This is an optimization exercise on Yosys and OpenROAD, whose aim is small area, not a production implementation.
Only simulation tests tie the RTL to the original design; equivalence was not proved. The flow treats the clock pin as an ideal source, which a real chip does not have.

==> inputs of build 1 <==
==> flow/design.v <==
`timescale 1ns/1ps
module data_memory_responder #(
    parameter int BLOCK_ADDR_WIDTH = 6,
    parameter int LATENCY          = 5
) (
    input  logic         CLK,
    input  logic         RESET,
    input  logic         MEM_READ,
    input  logic         MEM_WRITE,
    input  logic [27:0]  MEM_ADDRESS,
    input  logic [127:0] MEM_WRITEDATA,
    output logic [127:0] MEM_READDATA,
    output logic         MEM_BUSYWAIT
);
    localparam int NR12 = 5;              
    localparam int NTAP = 2 * NR12 + 1;   
    logic [2:0]   st;
    logic         op_wr;
    logic [5:0]   addr_q;
    logic [3:0]   ph;       
    logic [127:0] buf_q;    
    logic [127:0] buf_d;
    logic [127:0] buf_n;    
    logic         idle;
    logic         request;
    logic [2:0]   st_n;
    logic [3:0]   ph_n;
    assign idle    = (st == 3'd0);
    assign request = MEM_READ | MEM_WRITE;
    assign buf_n   = ~buf_q;
    logic unused_addr_bits;
    assign unused_addr_bits = ^MEM_ADDRESS[27:6];
    assign MEM_BUSYWAIT = idle ? (request & RESET) : (st != 3'd6);
    always_comb begin
        if (idle)              st_n = request ? 3'd1 : 3'd0;
        else if (st == 3'd6)   st_n = 3'd0;
        else                   st_n = st + 3'd1;
        ph_n = (ph == 4'd11) ? 4'd0 : ph + 4'd1;
    end
    logic [3:0] swp;
    always_ff @(posedge CLK or negedge RESET) begin
        if (!RESET) begin
            st  <= 3'd0;
            ph  <= 4'd0;
            swp <= 4'd0;
        end else begin
            st  <= st_n;
            ph  <= ph_n;
            swp <= (swp == 4'd15) ? 4'd15 : swp + 4'd1;
        end
    end
    always_ff @(posedge CLK) begin
        if (idle) begin
            op_wr  <= MEM_WRITE;
            addr_q <= MEM_ADDRESS[5:0];
        end
    end
    function automatic logic [2:0] ring_of(input logic [5:0] a);
        logic [5:0] q;
        q = a / 6'd12;
        ring_of = q[2:0];
    endfunction
    function automatic logic [3:0] line_of(input logic [5:0] a);
        logic [5:0] m;
        m = a % 6'd12;
        line_of = m[3:0];
    endfunction
    function automatic logic [3:0] slot12(input logic [3:0] j, input logic [3:0] p);
        logic [4:0] s;
        s = {1'b0, j} + {1'b0, p};
        slot12 = (s >= 5'd12) ? 4'(s - 5'd12) : s[3:0];
    endfunction
    logic [5:0]      rd_addr;
    logic            rd_now;
    logic [2:0]      rd_ring;
    logic [3:0]      rd_line;
    logic [3:0]      rd_slot;
    logic [NTAP-1:0] rd_sel;
    logic [NTAP-1:0] tap_v;    
    logic [127:0]    tap_d [NTAP];
    assign rd_addr = idle ? MEM_ADDRESS[5:0] : addr_q;
    assign rd_now  = idle ? (MEM_READ & ~MEM_WRITE) : (~op_wr & (st != 3'd6));
    assign rd_ring = ring_of(rd_addr);
    assign rd_line = line_of(rd_addr);
    assign rd_slot = slot12(rd_line, ph);
    for (genvar r = 0; r < NR12; r++) begin : g_rsel
        assign rd_sel[2*r]   = rd_now & (rd_ring == 3'(r)) & (rd_slot == 4'd5);
        assign rd_sel[2*r+1] = rd_now & (rd_ring == 3'(r)) & (rd_slot == 4'd11);
    end
    assign rd_sel[NTAP-1] = rd_now & (rd_ring == 3'd5) & (rd_line[1:0] + ph[1:0] == 2'd0);
    for (genvar r = 0; r < NR12; r++) begin : g_tapv
        assign tap_v[2*r]   = (swp >= 4'd12) | ~ins[2*r+1];
        assign tap_v[2*r+1] = (swp >= 4'd6);
    end
    assign tap_v[NTAP-1] = (swp != 4'd0);
    localparam int NINS = 2 * NR12 + 1;
    logic [5:0]      addr_n;
    logic            wr_n;
    logic [2:0]      wr_ring_n;
    logic [3:0]      wr_line_n;
    logic [3:0]      wr_slot_n;
    logic [NINS-1:0] ins_n;
    logic [NINS-1:0] ins;      
    logic [NINS-1:0] ins_c;    
    logic            sweep12;  
    logic            sweep4;   
    logic [2:0]      prot_cnt;   
    logic [2:0]      prot_ring;  
    logic [NR12-1:0] prot;       
    assign addr_n    = idle ? MEM_ADDRESS[5:0] : addr_q;
    assign wr_n      = (idle ? MEM_WRITE : op_wr) & (st_n != 3'd0);
    assign wr_ring_n = ring_of(addr_n);
    assign wr_line_n = line_of(addr_n);
    assign wr_slot_n = slot12(wr_line_n, ph_n);
    for (genvar r = 0; r < NR12; r++) begin : g_wsel
        assign ins_n[2*r]   = wr_n & (wr_ring_n == 3'(r)) & (wr_slot_n == 4'd11);
        assign ins_n[2*r+1] = wr_n & (wr_ring_n == 3'(r)) & (wr_slot_n == 4'd5);
    end
    assign ins_n[NINS-1] = wr_n & (wr_ring_n == 3'd5) & (wr_line_n[1:0] + ph_n[1:0] == 2'd3);
    assign sweep12 = (swp <= 4'd10);
    assign sweep4  = (swp <= 4'd2);
    logic            prot_load;
    logic [2:0]      prot_load_ring;
    always_comb begin
        prot_load      = 1'b0;
        prot_load_ring = 3'd0;
        for (int r = 0; r < NR12; r++)
            if (ins_n[2*r]) begin
                prot_load      = (swp <= 4'd4);
                prot_load_ring = 3'(r);
            end
    end
    always_ff @(posedge CLK or negedge RESET) begin
        if (!RESET)         prot_cnt <= 3'd0;
        else if (prot_load) prot_cnt <= 3'd6;
        else if (prot_cnt != 3'd0) prot_cnt <= prot_cnt - 3'd1;
    end
    always_ff @(posedge CLK) if (prot_load) prot_ring <= prot_load_ring;
    for (genvar r = 0; r < NR12; r++) begin : g_prot
        assign prot[r] = (prot_cnt == 3'd1) & (prot_ring == 3'(r));
    end
    for (genvar r = 0; r < NR12; r++) begin : g_isel
        always_ff @(posedge CLK or negedge RESET) begin
            if (!RESET) begin
                ins[2*r]     <= 1'b0;
                ins_c[2*r]   <= 1'b1;
                ins[2*r+1]   <= 1'b1;
                ins_c[2*r+1] <= 1'b1;
            end else begin
                ins[2*r]     <= ins_n[2*r];
                ins_c[2*r]   <= ~ins_n[2*r];
                ins[2*r+1]   <= ins_n[2*r+1] | (sweep12 & ~prot[r]);
                ins_c[2*r+1] <= ~ins_n[2*r+1];
            end
        end
    end
    always_ff @(posedge CLK or negedge RESET) begin
        if (!RESET) begin
            ins[NINS-1]   <= 1'b0;
            ins_c[NINS-1] <= 1'b0;
        end else begin
            ins[NINS-1]   <= ins_n[NINS-1];
            ins_c[NINS-1] <= ~ins_n[NINS-1] & ~sweep4;
        end
    end
    for (genvar r = 0; r < NR12; r++) begin : g_ring
        logic [127:0] line_q [12];
        logic [127:0] ins_a;    
        logic [127:0] ins_b;    
        assign ins_a = ~((line_q[11] | {128{ins[2*r]}}) & (buf_q | {128{ins_c[2*r]}}));
        assign ins_b = ~((line_q[5]  | {128{ins[2*r+1]}}) & (buf_n | {128{ins_c[2*r+1]}}));
        always_ff @(posedge CLK) begin
            line_q[0] <= ins_a;
            line_q[6] <= ins_b;
            for (int p = 1; p < 12; p++)
                if (p != 6) line_q[p] <= line_q[p-1];
        end
        assign tap_d[2*r]   = ins_b;
        assign tap_d[2*r+1] = line_q[11];
    end
    begin : g_ring4
        logic [127:0] line_q [4];
        always_ff @(posedge CLK) begin
            line_q[0] <= (buf_q & {128{ins[NINS-1]}}) | (line_q[3] & {128{ins_c[NINS-1]}});
            for (int p = 1; p < 4; p++) line_q[p] <= line_q[p-1];
        end
        assign tap_d[NTAP-1] = line_q[0];
    end
    logic            buf_wr;     
    logic            buf_hold;   
    logic [NTAP-1:0] buf_tap;    
    assign buf_wr   = idle & MEM_WRITE;
    assign buf_hold = ~(buf_wr | (|rd_sel));
    assign buf_tap  = rd_sel & tap_v;
    logic [127:0] buf_g [4];
    for (genvar g = 0; g < 3; g++) begin : g_buf_grp
        dmr_aoi222 u_aoi (
            .a0 (tap_d[3*g]),   .s0 (buf_tap[3*g]),
            .a1 (tap_d[3*g+1]), .s1 (buf_tap[3*g+1]),
            .a2 (tap_d[3*g+2]), .s2 (buf_tap[3*g+2]),
            .y  (buf_g[g])
        );
    end
    dmr_aoi222 u_aoi_last (
        .a0 (tap_d[9]),      .s0 (buf_tap[9]),
        .a1 (tap_d[10]),     .s1 (buf_tap[10]),
        .a2 (MEM_WRITEDATA), .s2 (buf_wr),
        .y  (buf_g[3])
    );
    dmr_nand4_ao21 u_buf_d (
        .n0 (buf_g[0]), .n1 (buf_g[1]), .n2 (buf_g[2]), .n3 (buf_g[3]),
        .q  (buf_q),    .s  (buf_hold),
        .y  (buf_d)
    );
    always_ff @(posedge CLK) buf_q <= buf_d;
    logic rd_done, rd_done_c, rd_done_n;
    assign rd_done_n = ~op_wr & (st == 3'd4);
    always_ff @(posedge CLK or negedge RESET) begin
        if (!RESET) rd_done <= 1'b0;
        else        rd_done <= rd_done_n;
    end
    always_ff @(posedge CLK) rd_done_c <= ~rd_done_n;
    logic [127:0] rd_next;
    dmr_ao22 u_rd_next (
        .a0 (buf_d),        .s0 (rd_done),
        .a1 (MEM_READDATA), .s1 (rd_done_c),
        .y  (rd_next)
    );
    always_ff @(posedge CLK or negedge RESET) begin
        if (!RESET) MEM_READDATA <= '0;
        else        MEM_READDATA <= rd_next;
    end
endmodule
module dmr_aoi222 (
    input  logic [127:0] a0,
    input  logic         s0,
    input  logic [127:0] a1,
    input  logic         s1,
    input  logic [127:0] a2,
    input  logic         s2,
    output logic [127:0] y
);
    assign y = ~((a0 & {128{s0}}) | (a1 & {128{s1}}) | (a2 & {128{s2}}));
endmodule
module dmr_nand4_ao21 (
    input  logic [127:0] n0,
    input  logic [127:0] n1,
    input  logic [127:0] n2,
    input  logic [127:0] n3,
    input  logic [127:0] q,
    input  logic         s,
    output logic [127:0] y
);
    assign y = ~(n0 & n1 & n2 & n3) | (q & {128{s}});
endmodule
module dmr_ao22 (
    input  logic [127:0] a0,
    input  logic         s0,
    input  logic [127:0] a1,
    input  logic         s1,
    output logic [127:0] y
);
    assign y = (a0 & {128{s0}}) | (a1 & {128{s1}});
endmodule
==> flow/flow/run.sh <==
#!/bin/bash
# Layout flow: the standard ORFS flow, with the clock tree built from
# larger sink clusters and without dummy loads, and the ports buffered with
# the smallest buffer.
set -euo pipefail
export CTS_ARGS="-sink_clustering_enable -repair_clock_nets -dont_use_dummy_load -sink_clustering_size 34 -sink_clustering_max_diameter 70"
export BUFFER_PORTS_ARGS="-buffer_cell sky130_fd_sc_hd__buf_1"
bash standard.sh > standard_flow.log 2>&1
==> flow/standard.sh <==
#!/bin/bash
# synth_recipe.tcl (not shown) runs the flow's synth.tcl, then flattens the netlist and writes it again
# the make line also repeats each setting of config.mk as NAME=value (left out here)
make -C /OpenROAD-flow-scripts/flow DESIGN_CONFIG=/design/flow/config.mk WORK_HOME=/design/flow/orfs CLKGATE_MAP_FILE= SYNTH_SCRIPT=/design/flow/synth_recipe.tcl "${@:-finish}"
==> flow/config.mk <==
export PLATFORM = sky130hd
export DESIGN_NAME = data_memory_responder
export DESIGN_NICKNAME = data_memory_responder
export VERILOG_FILES = /design/flow/design.v
export SDC_FILE = /design/flow/constraint.sdc
export NUM_CORES = 8
export LEC_CHECK = 0
export CAP_MARGIN = 20
export CORE_MARGIN = 2
export CORE_UTILIZATION = 65
export PLACE_DENSITY = 0.75
export SLEW_MARGIN = 20
export SYNTH_HIERARCHICAL = 1
export SYNTH_MINIMUM_KEEP_SIZE = 0
==> flow/constraint.sdc <==
create_clock -name core_clock -period 10.0 [get_ports {CLK}]
set_input_delay 2.0000 -clock core_clock [delete_from_list [all_inputs] [get_ports {CLK}]]
set_output_delay 2.0000 -clock core_clock [all_outputs]
set_load 0.01 [all_outputs]
==> build 19 (differences from build 1) <==
==> flow/design.v, changed modules only <==
module data_memory_responder #(
    parameter int BLOCK_ADDR_WIDTH = 6,
    parameter int LATENCY          = 5
) (
    input  logic         CLK,
    input  logic         RESET,
    input  logic         MEM_READ,
    input  logic         MEM_WRITE,
    input  logic [27:0]  MEM_ADDRESS,
    input  logic [127:0] MEM_WRITEDATA,
    output logic [127:0] MEM_READDATA,
    output logic         MEM_BUSYWAIT
);
    localparam int NR12 = 5;              
    localparam int NTAP = 2 * NR12 + 1;   
    logic [2:0]   st;
    logic         op_wr;
    logic [5:0]   addr_q;
    logic [3:0]   ph;       
    logic [127:0] buf_q;    
    logic [127:0] buf_d;
    logic [127:0] buf_n;    
    logic         idle;
    logic         request;
    logic [2:0]   st_n;
    logic [3:0]   ph_n;
    assign idle    = (st == 3'd0);
    assign request = MEM_READ | MEM_WRITE;
    assign buf_n   = ~buf_q;
    logic unused_addr_bits;
    assign unused_addr_bits = ^MEM_ADDRESS[27:6];
    assign MEM_BUSYWAIT = idle ? (request & RESET) : (st != 3'd6);
    always_comb begin
        if (idle)              st_n = request ? 3'd1 : 3'd0;
        else if (st == 3'd6)   st_n = 3'd0;
        else                   st_n = st + 3'd1;
        ph_n = (ph == 4'd11) ? 4'd0 : ph + 4'd1;
    end
    logic [2:0] swp;
    always_ff @(posedge CLK or negedge RESET) begin
        if (!RESET) begin
            st  <= 3'd0;
            ph  <= 4'd0;
            swp <= 3'd0;
        end else begin
            st  <= st_n;
            ph  <= ph_n;
            swp <= (swp == 3'd7) ? 3'd7 : swp + 3'd1;
        end
    end
    always_ff @(posedge CLK) begin
        if (idle) begin
            op_wr  <= MEM_WRITE;
            addr_q <= MEM_ADDRESS[5:0];
        end
    end
    function automatic logic [2:0] ring_of(input logic [5:0] a);
        logic [5:0] q;
        q = a / 6'd12;
        ring_of = q[2:0];
    endfunction
    function automatic logic [3:0] line_of(input logic [5:0] a);
        logic [5:0] m;
        m = a % 6'd12;
        line_of = m[3:0];
    endfunction
    function automatic logic [3:0] slot12(input logic [3:0] j, input logic [3:0] p);
        logic [4:0] s;
        s = {1'b0, j} + {1'b0, p};
        slot12 = (s >= 5'd12) ? 4'(s - 5'd12) : s[3:0];
    endfunction
    logic [5:0]      rd_addr;
    logic            rd_now;
    logic [2:0]      rd_ring;
    logic [3:0]      rd_line;
    logic [3:0]      rd_slot;
    logic [NTAP-1:0] rd_sel;
    logic [NTAP-1:0] tap_v;    
    logic [127:0]    tap_d [NTAP];
    assign rd_addr = idle ? MEM_ADDRESS[5:0] : addr_q;
    assign rd_now  = idle ? (MEM_READ & ~MEM_WRITE) : (~op_wr & (st != 3'd6));
    assign rd_ring = ring_of(rd_addr);
    assign rd_line = line_of(rd_addr);
    assign rd_slot = slot12(rd_line, ph);
    for (genvar r = 0; r < NR12; r++) begin : g_rsel
        assign rd_sel[2*r]   = rd_now & (rd_ring == 3'(r)) & (rd_slot == 4'd5);
        assign rd_sel[2*r+1] = rd_now & (rd_ring == 3'(r)) & (rd_slot == 4'd11);
    end
    assign rd_sel[NTAP-1] = rd_now & (rd_ring == 3'd5) & (rd_line[1:0] + ph[1:0] == 2'd0);
    assign tap_v = {(swp != 3'd0), {(NTAP-1){swp >= 3'd6}}};
    localparam int NINS = 2 * NR12 + 1;
    logic [5:0]      addr_n;
    logic            wr_n;
    logic [2:0]      wr_ring_n;
    logic [3:0]      wr_line_n;
    logic [3:0]      wr_slot_n;
    logic [NINS-1:0] ins_n;
    logic [NINS-1:0] ins;      
    logic [NINS-1:0] ins_c;    
    logic            sweep12;  
    logic            sweep4;   
    assign addr_n    = idle ? MEM_ADDRESS[5:0] : addr_q;
    assign wr_n      = (idle ? MEM_WRITE : op_wr) & (st_n != 3'd0);
    assign wr_ring_n = ring_of(addr_n);
    assign wr_line_n = line_of(addr_n);
    assign wr_slot_n = slot12(wr_line_n, ph_n);
    for (genvar r = 0; r < NR12; r++) begin : g_wsel
        assign ins_n[2*r]   = wr_n & (wr_ring_n == 3'(r)) & (wr_slot_n == 4'd11);
        assign ins_n[2*r+1] = wr_n & (wr_ring_n == 3'(r)) & (wr_slot_n == 4'd5);
    end
    assign ins_n[NINS-1] = wr_n & (wr_ring_n == 3'd5) & (wr_line_n[1:0] + ph_n[1:0] == 2'd3);
    assign sweep12 = (swp <= 3'd4);
    assign sweep4  = (swp <= 3'd2);
    for (genvar r = 0; r < NR12; r++) begin : g_isel
        always_ff @(posedge CLK or negedge RESET) begin
            if (!RESET) begin
                ins[2*r]     <= 1'b0;
                ins_c[2*r]   <= 1'b0;
                ins[2*r+1]   <= 1'b1;
                ins_c[2*r+1] <= 1'b1;
            end else begin
                ins[2*r]     <= ins_n[2*r];
                ins_c[2*r]   <= ~ins_n[2*r] & ~sweep12;
                ins[2*r+1]   <= ins_n[2*r+1] | sweep12;
                ins_c[2*r+1] <= ~ins_n[2*r+1];
            end
        end
    end
    always_ff @(posedge CLK or negedge RESET) begin
        if (!RESET) begin
            ins[NINS-1]   <= 1'b0;
            ins_c[NINS-1] <= 1'b0;
        end else begin
            ins[NINS-1]   <= ins_n[NINS-1];
            ins_c[NINS-1] <= ~ins_n[NINS-1] & ~sweep4;
        end
    end
    for (genvar r = 0; r < NR12; r++) begin : g_ring
        logic [127:0] line_q [12];
        logic [127:0] ins_a;    
        logic [127:0] ins_b;    
        assign ins_a = ~((line_q[11] & {128{ins_c[2*r]}}) | (buf_q & {128{ins[2*r]}}));
        assign ins_b = ~((line_q[5]  | {128{ins[2*r+1]}}) & (buf_n | {128{ins_c[2*r+1]}}));
        always_ff @(posedge CLK) begin
            line_q[0] <= ins_a;
            line_q[6] <= ins_b;
            for (int p = 1; p < 12; p++)
                if (p != 6) line_q[p] <= line_q[p-1];
        end
        assign tap_d[2*r]   = ins_b;
        assign tap_d[2*r+1] = line_q[11];
    end
    begin : g_ring4
        logic [127:0] line_q [4];
        always_ff @(posedge CLK) begin
            line_q[0] <= (buf_q & {128{ins[NINS-1]}}) | (line_q[3] & {128{ins_c[NINS-1]}});
            for (int p = 1; p < 4; p++) line_q[p] <= line_q[p-1];
        end
        assign tap_d[NTAP-1] = line_q[0];
    end
    logic            buf_wr;     
    logic            buf_hold;   
    logic [NTAP-1:0] buf_tap;    
    assign buf_wr   = idle & MEM_WRITE;
    assign buf_hold = ~(buf_wr | (|rd_sel));
    assign buf_tap  = rd_sel & tap_v;
    logic [127:0] buf_g [4];
    for (genvar g = 0; g < 3; g++) begin : g_buf_grp
        dmr_aoi222 u_aoi (
            .a0 (tap_d[3*g]),   .s0 (buf_tap[3*g]),
            .a1 (tap_d[3*g+1]), .s1 (buf_tap[3*g+1]),
            .a2 (tap_d[3*g+2]), .s2 (buf_tap[3*g+2]),
            .y  (buf_g[g])
        );
    end
    dmr_aoi222 u_aoi_last (
        .a0 (tap_d[9]),      .s0 (buf_tap[9]),
        .a1 (tap_d[10]),     .s1 (buf_tap[10]),
        .a2 (MEM_WRITEDATA), .s2 (buf_wr),
        .y  (buf_g[3])
    );
    dmr_nand4_ao21 u_buf_d (
        .n0 (buf_g[0]), .n1 (buf_g[1]), .n2 (buf_g[2]), .n3 (buf_g[3]),
        .q  (buf_q),    .s  (buf_hold),
        .y  (buf_d)
    );
    always_ff @(posedge CLK) buf_q <= buf_d;
    logic rd_done, rd_done_c, rd_done_n;
    assign rd_done_n = ~op_wr & (st == 3'd4);
    always_ff @(posedge CLK or negedge RESET) begin
        if (!RESET) rd_done <= 1'b0;
        else        rd_done <= rd_done_n;
    end
    always_ff @(posedge CLK) rd_done_c <= ~rd_done_n;
    logic [127:0] rd_next;
    dmr_ao22 u_rd_next (
        .a0 (buf_d),        .s0 (rd_done),
        .a1 (MEM_READDATA), .s1 (rd_done_c),
        .y  (rd_next)
    );
    always_ff @(posedge CLK or negedge RESET) begin
        if (!RESET) MEM_READDATA <= '0;
        else        MEM_READDATA <= rd_next;
    end
endmodule
==> trial 71 (differences from build 1) <==
==> flow/design.v, changed modules only <==
module data_memory_responder #(
    parameter int BLOCK_ADDR_WIDTH = 6,
    parameter int LATENCY          = 5
) (
    input  logic         CLK,
    input  logic         RESET,
    input  logic         MEM_READ,
    input  logic         MEM_WRITE,
    input  logic [27:0]  MEM_ADDRESS,
    input  logic [127:0] MEM_WRITEDATA,
    output logic [127:0] MEM_READDATA,
    output logic         MEM_BUSYWAIT
);
    localparam int NR12 = 5;              
    localparam int NTAP = 2 * NR12 + 1;   
    logic [2:0]   st;
    logic         op_wr;
    logic [5:0]   addr_q;
    logic [3:0]   ph;       
    logic [127:0] buf_q;    
    logic [127:0] buf_d;
    logic [127:0] buf_n;    
    logic         idle;
    logic         request;
    logic [2:0]   st_n;
    logic [3:0]   ph_n;
    assign idle    = (st == 3'd0);
    assign request = MEM_READ | MEM_WRITE;
    assign buf_n   = ~buf_q;
    logic unused_addr_bits;
    assign unused_addr_bits = ^MEM_ADDRESS[27:6];
    assign MEM_BUSYWAIT = idle ? (request & RESET) : (st != 3'd6);
    always_comb begin
        if (idle)              st_n = request ? 3'd1 : 3'd0;
        else if (st == 3'd6)   st_n = 3'd0;
        else                   st_n = st + 3'd1;
        ph_n = (ph == 4'd11) ? 4'd0 : ph + 4'd1;
    end
    always_ff @(posedge CLK or negedge RESET) begin
        if (!RESET) begin
            st <= 3'd0;
            ph <= 4'd0;
        end else begin
            st <= st_n;
            ph <= ph_n;
        end
    end
    always_ff @(posedge CLK) begin
        if (idle) begin
            op_wr  <= MEM_WRITE;
            addr_q <= MEM_ADDRESS[5:0];
        end
    end
    function automatic logic [2:0] ring_of(input logic [5:0] a);
        logic [5:0] q;
        q = a / 6'd12;
        ring_of = q[2:0];
    endfunction
    function automatic logic [3:0] line_of(input logic [5:0] a);
        logic [5:0] m;
        m = a % 6'd12;
        line_of = m[3:0];
    endfunction
    function automatic logic [3:0] slot12(input logic [3:0] j, input logic [3:0] p);
        logic [4:0] s;
        s = {1'b0, j} + {1'b0, p};
        slot12 = (s >= 5'd12) ? 4'(s - 5'd12) : s[3:0];
    endfunction
    logic [5:0]      rd_addr;
    logic            rd_now;
    logic [2:0]      rd_ring;
    logic [3:0]      rd_line;
    logic [3:0]      rd_slot;
    logic [NTAP-1:0] rd_sel;
    logic [NTAP-1:0] tap_v;
    logic [127:0]    tap_d [NTAP];
    assign rd_addr = idle ? MEM_ADDRESS[5:0] : addr_q;
    assign rd_now  = idle ? (MEM_READ & ~MEM_WRITE) : (~op_wr & (st != 3'd6));
    assign rd_ring = ring_of(rd_addr);
    assign rd_line = line_of(rd_addr);
    assign rd_slot = slot12(rd_line, ph);
    for (genvar r = 0; r < NR12; r++) begin : g_rsel
        assign rd_sel[2*r]   = rd_now & (rd_ring == 3'(r)) & (rd_slot == 4'd5);
        assign rd_sel[2*r+1] = rd_now & (rd_ring == 3'(r)) & (rd_slot == 4'd11);
    end
    assign rd_sel[NTAP-1] = rd_now & (rd_ring == 3'd5) & (rd_line[1:0] + ph[1:0] == 2'd0);
    localparam int NINS = 2 * NR12 + 1;
    logic [5:0]      addr_n;
    logic            wr_n;
    logic [2:0]      wr_ring_n;
    logic [3:0]      wr_line_n;
    logic [3:0]      wr_slot_n;
    logic [NINS-1:0] ins_n;
    logic [NINS-1:0] ins;
    logic [NINS-1:0] ins_c;
    assign addr_n    = idle ? MEM_ADDRESS[5:0] : addr_q;
    assign wr_n      = (idle ? MEM_WRITE : op_wr) & (st_n != 3'd0);
    assign wr_ring_n = ring_of(addr_n);
    assign wr_line_n = line_of(addr_n);
    assign wr_slot_n = slot12(wr_line_n, ph_n);
    for (genvar r = 0; r < NR12; r++) begin : g_wsel
        assign ins_n[2*r]   = wr_n & (wr_ring_n == 3'(r)) & (wr_slot_n == 4'd11);
        assign ins_n[2*r+1] = wr_n & (wr_ring_n == 3'(r)) & (wr_slot_n == 4'd5);
    end
    assign ins_n[NINS-1] = wr_n & (wr_ring_n == 3'd5) & (wr_line_n[1:0] + ph_n[1:0] == 2'd3);
    always_ff @(posedge CLK or negedge RESET) begin
        if (!RESET) ins <= '0;
        else        ins <= ins_n;
    end
    always_ff @(posedge CLK) ins_c <= ~ins_n;
    for (genvar r = 0; r < NR12; r++) begin : g_ring
        logic [127:0] line_q [12];
        logic [11:0]  valid_q;
        logic [127:0] ins_a;    
        logic [127:0] ins_b;    
        assign ins_a = ~((line_q[11] | {128{ins[2*r]}})   & (buf_q | {128{ins_c[2*r]}}));
        assign ins_b = ~((line_q[5]  | {128{ins[2*r+1]}}) & (buf_n | {128{ins_c[2*r+1]}}));
        always_ff @(posedge CLK) begin
            line_q[0] <= ins_a;
            line_q[6] <= ins_b;
            for (int p = 1; p < 12; p++)
                if (p != 6) line_q[p] <= line_q[p-1];
        end
        always_ff @(posedge CLK or negedge RESET) begin
            if (!RESET) valid_q <= '0;
            else        valid_q <= {valid_q[10:6], ins[2*r+1] | valid_q[5],
                                    valid_q[4:0],  ins[2*r]   | valid_q[11]};
        end
        assign tap_d[2*r]   = ins_b;
        assign tap_v[2*r]   = valid_q[5];
        assign tap_d[2*r+1] = line_q[11];
        assign tap_v[2*r+1] = valid_q[11];
    end
    begin : g_ring4
        logic [127:0] line_q [4];
        logic [3:0]   valid_q;
        always_ff @(posedge CLK) begin
            line_q[0] <= (buf_q & {128{ins[NINS-1]}}) | (line_q[3] & {128{ins_c[NINS-1]}});
            for (int p = 1; p < 4; p++) line_q[p] <= line_q[p-1];
        end
        always_ff @(posedge CLK or negedge RESET) begin
            if (!RESET) valid_q <= '0;
            else        valid_q <= {valid_q[2:0], ins[NINS-1] | valid_q[3]};
        end
        assign tap_d[NTAP-1] = line_q[0];
        assign tap_v[NTAP-1] = valid_q[0];
    end
    always_comb begin
        buf_d = buf_q;
        if (idle & MEM_WRITE) buf_d = MEM_WRITEDATA;
        if (|rd_sel) begin
            buf_d = '0;
            for (int t = 0; t < NTAP; t++)
                if (rd_sel[t] & tap_v[t]) buf_d = buf_d | tap_d[t];
        end
    end
    always_ff @(posedge CLK) buf_q <= buf_d;
    logic rd_done, rd_done_c, rd_done_n;
    assign rd_done_n = ~op_wr & (st == 3'd4);
    always_ff @(posedge CLK or negedge RESET) begin
        if (!RESET) rd_done <= 1'b0;
        else        rd_done <= rd_done_n;
    end
    always_ff @(posedge CLK) rd_done_c <= ~rd_done_n;
    always_ff @(posedge CLK or negedge RESET) begin
        if (!RESET) MEM_READDATA <= '0;
        else        MEM_READDATA <= (buf_d & {128{rd_done}})
                                  | (MEM_READDATA & {128{rd_done_c}});
    end
endmodule
// module dmr_aoi222 removed
// module dmr_nand4_ao21 removed
// module dmr_ao22 removed
==> flow/flow/run.sh (replaced) <==
#!/bin/bash
# Layout flow: the standard ORFS flow, with the clock tree built from
# larger sink clusters and without dummy loads, and the ports buffered with
# the smallest buffer.
set -euo pipefail
export CTS_ARGS="-sink_clustering_enable -repair_clock_nets -dont_use_dummy_load -sink_clustering_size 30 -sink_clustering_max_diameter 80"
export BUFFER_PORTS_ARGS="-buffer_cell sky130_fd_sc_hd__buf_1"
bash standard.sh > standard_flow.log 2>&1
- CORE_UTILIZATION: 65 -> 50
- PLACE_DENSITY: 0.75 -> 0.6
- SYNTH_HIERARCHICAL: 1 -> unset
- SYNTH_MINIMUM_KEEP_SIZE: 0 -> unset
==> impl_results.md <==
- Slowest-stage cell, CP: o21bai_1
- Antenna violations before repair: 17
- Hpwl dp: 231000 um
- Fraction of area in registers: 0.835
- Clock Pin Slew Worst Setup and Hold Paths: 0.12 ns
- Cell count along the critical path: 25
- Worst Path Buf+Inv: 4
- Mapped Area: 193000 um^2
- Status: timing/DRC/antenna clean
- Drt first pass iters: 10
- Met1 usage: 0.416
- Routed wl met3: 53700 um
- F_max: 126 MHz
- Post-Synth Adder-Cell Area: 0.00150
- Post-DR vias/cell: 6.02
- CP delay by family, top: compound AO/OA/AOI/OAI gates
- Reg2Reg Setup Slack: 2.24 ns
- Worst slew pin tran: 1.25 ns
- Fin cells: 15790
That was build 1.
==> impl_results.md <==
- Status: timing/DRC/antenna clean
- Worst slew pin tran: 1.23 ns
- Clock Pin Slew Worst Setup and Hold Paths: 0.11 ns
- Hpwl dp: 228000 um
- Fraction of area in registers: 0.832
- Cell count along the critical path: 27
- CP delay by family, top: simple AND/OR/NAND/NOR gates
- Reg-to-Reg End: MEM_READDATA[40]$_DFF_PN0_
- Routed wl met3: 47600 um
- CTS max path bufs: 4
- Met1 usage: 0.399
- Vias: 94095
- Reg2Reg Setup Slack: 1.84 ns
- Fin cells: 15750
- F_max: 118 MHz
- Fraction of area in non-clock buffers: 0.0112
- Post-DR vias/cell: 5.97
- Antenna violations before repair: 5
- Drt first pass iters: 10
- Mapped Area: 194000 um^2
That was build 19.
==> impl_results.md <==
- F_max: 117 MHz
- Status: timing/DRC/antenna clean
- Clock Pin Slew Worst Setup and Hold Paths: 0.11 ns
- Fin cells: 18376
- Fraction of area in registers: 0.806
- Hpwl dp: 280000 um
- Antenna violations before repair: 32
- Worst Path Buf+Inv: 4
- Drt first pass iters: 6
- Reg2Reg Setup Slack: 1.44 ns
- Worst slew pin tran: 1.27 ns
- CP delay by family, top: compound AO/OA/AOI/OAI gates
- Routed wl met3: 44700 um
- Post-Synth Adder-Cell Area: 0.00102
- Cell count along the critical path: 24
- Met1 usage: 0.363
- Mapped Area: 199000 um^2
- Post-DR vias/cell: 5.56
- Slowest-stage cell, CP: o21a_1
That was trial 71.

[static timing again, ports no longer ideal]
The flow's constraints put no driver on any port. The routed layouts listed below were extracted and timed again, unchanged, in two steps.
Step 1, drivers: a clkbuf_16 drives CLK and a buf_2 each remaining input, both assumed.
Step 2 moves the port delays by t, midway between the first and last clock arrival at a register: inputs arrive t later, outputs are due t later. That takes back most of the time a late clock gives input paths.
a / b / c = ideal / step 1 / step 2; a / b = the first two.
run | shift t [ns] | setup WS [ns] | slew at the worst register clock pin (ns) | worst slew at a driven data input, ns
build 1 | 1.021 | 2.060 / 2.055 / 1.034 | 0.12 / 0.12 | 0.26
build 19 | 0.976 | 1.549 / 1.631 / 0.655 | 0.12 / 0.12 | 0.21
trial 71 | 1.077 | 1.444 / 1.444 / 0.422 | 0.11 / 0.11 | 0.19
After both steps every run listed still meets setup and hold. The setup slack of build 1, which loses most, moves by -0.005 ns with the drivers and by -1.026 ns with both steps.
